Context: an optimization exercise on an open-source flow, tuned for small area and a short achievable clock period. The choices shown serve that exercise and are no tape-out recipe.

## JK
// arith_encoder
module arith_encoder #(
  parameter int SYMBOL_WIDTH = 4
) (
  input  logic                    general_clk,
  input  logic                    reset,
  input  logic                    in_valid,
  input  logic [15:0]             fl,
  input  logic [15:0]             fh,
  input  logic [SYMBOL_WIDTH-1:0] symbol,
  input  logic [SYMBOL_WIDTH:0]   nsyms,
  input  logic                    bool_mode,
  output logic                    out_valid,
  output logic [15:0]             range_out,
  output logic [23:0]             low_out,
  output logic [4:0]              cnt_out,
  output logic [1:0]              bit_flag,
  output logic [15:0]             out_bit_1,
  output logic [15:0]             out_bit_2
);
For scale: roughly 1300 cells after synthesis, about 130 I/O pins.
export LEC_CHECK = 0
export ABC_AREA = 0
export CAP_MARGIN = 20
export CORE_MARGIN = 2
export CORE_UTILIZATION = 40
export CTS_BUF_LIST = sky130_fd_sc_hd__clkbuf_8
export SETUP_SLACK_MARGIN = 2.5
export SLEW_MARGIN = 20
create_clock -name core_clock -period 9.0 [get_ports {general_clk}]
standard.sh (not shown) runs the stock make flow with config.mk's settings and CLKGATE_MAP_FILE= SYNTH_SCRIPT=/design/flow/synth_recipe.tcl, a recipe that flattens the netlist after the stock synthesis.
==> flow/flow/run.sh <==
#!/bin/bash
# The standard layout with three changes: synthesis skips the quick ABC pass
# inside Yosys's synth (the final ABC mapping still runs), adders use Yosys's
# Sklansky carry network instead of Kogge-Stone, and the ports get the
# smallest buffer instead of the delay buffer that buffer_ports picks by
# default. All output goes to run_standard.log in this folder; ORFS keeps its
# own logs under orfs/logs.
set -euo pipefail
export SYNTH_ARGS="-noabc"
export SYNTH_OPERATIONS_ARGS="-extra-map +/choices/sklansky.v"
export BUFFER_PORTS_ARGS="-buffer_cell sky130_fd_sc_hd__buf_1"
bash standard.sh > run_standard.log 2>&1
[inputs] MS vs JK
- swapping 0 for 1 in ABC_AREA
- swapping 2.5 for 2.3 in SETUP_SLACK_MARGIN
==> comparison <==
Sequential share of layout area in MS is 0.79 points higher than in JK
Where maximum frequency is concerned, JK is outperformed by MS.
Diff JK -> MS: data required time at the worst endpoint now larger; total placed cells including tap cells now larger; worst hold slack now larger.
The critical path depth reported for MS is greater than that of JK by 30%.
> inputs changed (MS -> AL)
- a change of SETUP_SLACK_MARGIN from 2.3 to 3.0
Notes after the runs:
AL: full flow OK, the timing, DRC and antenna checks passed
Looking at met1 routing resource usage after global routing across AL and MS, the one that comes out lower is MS.
AL ended with less maximum fanout count along the critical path than MS.
On critical path's largest stage delay, AL and MS are neck and neck.
Compared to MS, AL has final estimated routing congestion in global placement 0.027 higher.
In AL relative to MS, final cell area excluding filler cells had gone up by a few percent.
Changes observed in AL relative to MS: data arrival time of the critical path decreased by 370 ps relative to the old numbers.
Compared with MS, placement density in the core of AL is higher.
AL vs MS — area growth from synthesis to layout rose 6.5 points.
Comparing AL and MS, the higher met2 track demand over resource in global routing was measured on AL.
Looking at cell count of the worst reg-to-reg path across AL and MS, the one that comes out lower is AL.
Input-level comparison between TR and AL:
- SETUP_SLACK_MARGIN changed from 3.0 to 2.5
==> comparison <==
TR | status: complete | timing, DRC, antenna: pass
On TR: design area is 4.5% lower than what AL gave.
AL → TR: part of the cycle the worst path needs rose 3.2 points, clock net sink count about even, area overhead of the layout relative to synthesis fell 5.1 points, count of vias placed by the detailed router fell 1.4%, global routing met2 resource utilization fell 1.7 points.
Function was not checked in any run of this note: the RTL went through the layout flow alone.

## the baseline
arith_encoder, a different RTL version from the one above (not shown whole).
For scale: about 84 flip-flops, ~12000 sq um of cells after synthesis.
Design arith_encoder, start of the top module:
module arith_encoder #(
  parameter int SYMBOL_WIDTH = 4
) (
  input  logic                    general_clk,
  input  logic                    reset,
  input  logic                    in_valid,
  input  logic [15:0]             fl,
  input  logic [15:0]             fh,
  input  logic [SYMBOL_WIDTH-1:0] symbol,
  input  logic [SYMBOL_WIDTH:0]   nsyms,
  input  logic                    bool_mode,
  output logic                    out_valid,
  output logic [15:0]             range_out,
  output logic [23:0]             low_out,
  output logic [4:0]              cnt_out,
  output logic [1:0]              bit_flag,
  output logic [15:0]             out_bit_1,
  output logic [15:0]             out_bit_2
);
clock: 9.0 ns
lec_check: 0
abc_area: 1
cap_margin: 20
core_margin: 2
core_utilization: 40
cts_buf_list: sky130_fd_sc_hd__clkbuf_8
setup_slack_margin: 2.8
slew_margin: 20
Scripts as last shown in full above: flow/flow/run.sh
The baseline | stages: all done | timing, DRC, antenna: all pass
[inputs] the candidate vs the baseline
- swapping 2.8 for 3.0 in SETUP_SLACK_MARGIN
Findings:
Taking the baseline as the reference, in the candidate combined buffer and inverter count along the critical path shows an increase of 1, achievable clock frequency shows an increase of 3.0%.
| largest stage delay on the critical path | the baseline vs the candidate | ≈ equal |
The candidate ends up with a wire length reported by the detailed router that is 0.78% higher than in the baseline.
On final setup slack of the worst path, the baseline loses to the candidate.
The baseline reached the end of the flow, and the finished layout is clean on the timing, DRC and antenna checks.
The candidate ended with every stage complete and zero timing, DRC or antenna violations.
| worst hold slack | the candidate vs the baseline | ≈ equal |
Function was not checked in any run of this note: the RTL went through the layout flow alone.

[what the ideal ports hide]
The results above use ideal ports. As a check the final layouts listed here were re-extracted and re-timed, cells and wires unchanged.
Step 1 (the two cells are an assumption about what drives the block):
set clk [get_ports {general_clk}]
set_driving_cell -lib_cell sky130_fd_sc_hd__clkbuf_16 $clk
set_driving_cell -lib_cell sky130_fd_sc_hd__buf_2 [delete_from_list [all_inputs] $clk]
Step 2, shift: input delay + t, output delay - t, t = (earliest + latest rising clock arrival at the registers) / 2. This alone moves slack from input paths to output paths.
Slacks: ideal / step 1 / step 2; pairs: ideal / step 1.
run	t (ns)	setup slack, ns	hold slack, ns	worst register clock-pin slew, ns	cell pins on the clock port's net
JK	0.409	2.633 / 2.633 / 2.633	0.446 / 0.446 / 0.446	0.10 / 0.10	1
MS	0.410	2.667 / 2.667 / 2.667	0.523 / 0.523 / 0.523	0.10 / 0.10	1
AL	0.410	3.040 / 3.040 / 3.040	0.505 / 0.505 / 0.505	0.10 / 0.10	1
TR	0.409	2.755 / 2.755 / 2.755	0.526 / 0.526 / 0.526	0.10 / 0.10	1
the baseline	0.408	3.152 / 3.152 / 2.843	0.410 / 0.410 / 0.410	0.10 / 0.10	1
the candidate	0.407	3.324 / 3.324 / 3.141	0.410 / 0.410 / 0.410	0.10 / 0.10	1
After both steps setup and hold are still met in every run listed. The setup slack of the baseline, which loses most, moves by 0.000 ns with the drivers and by -0.309 ns with both steps.
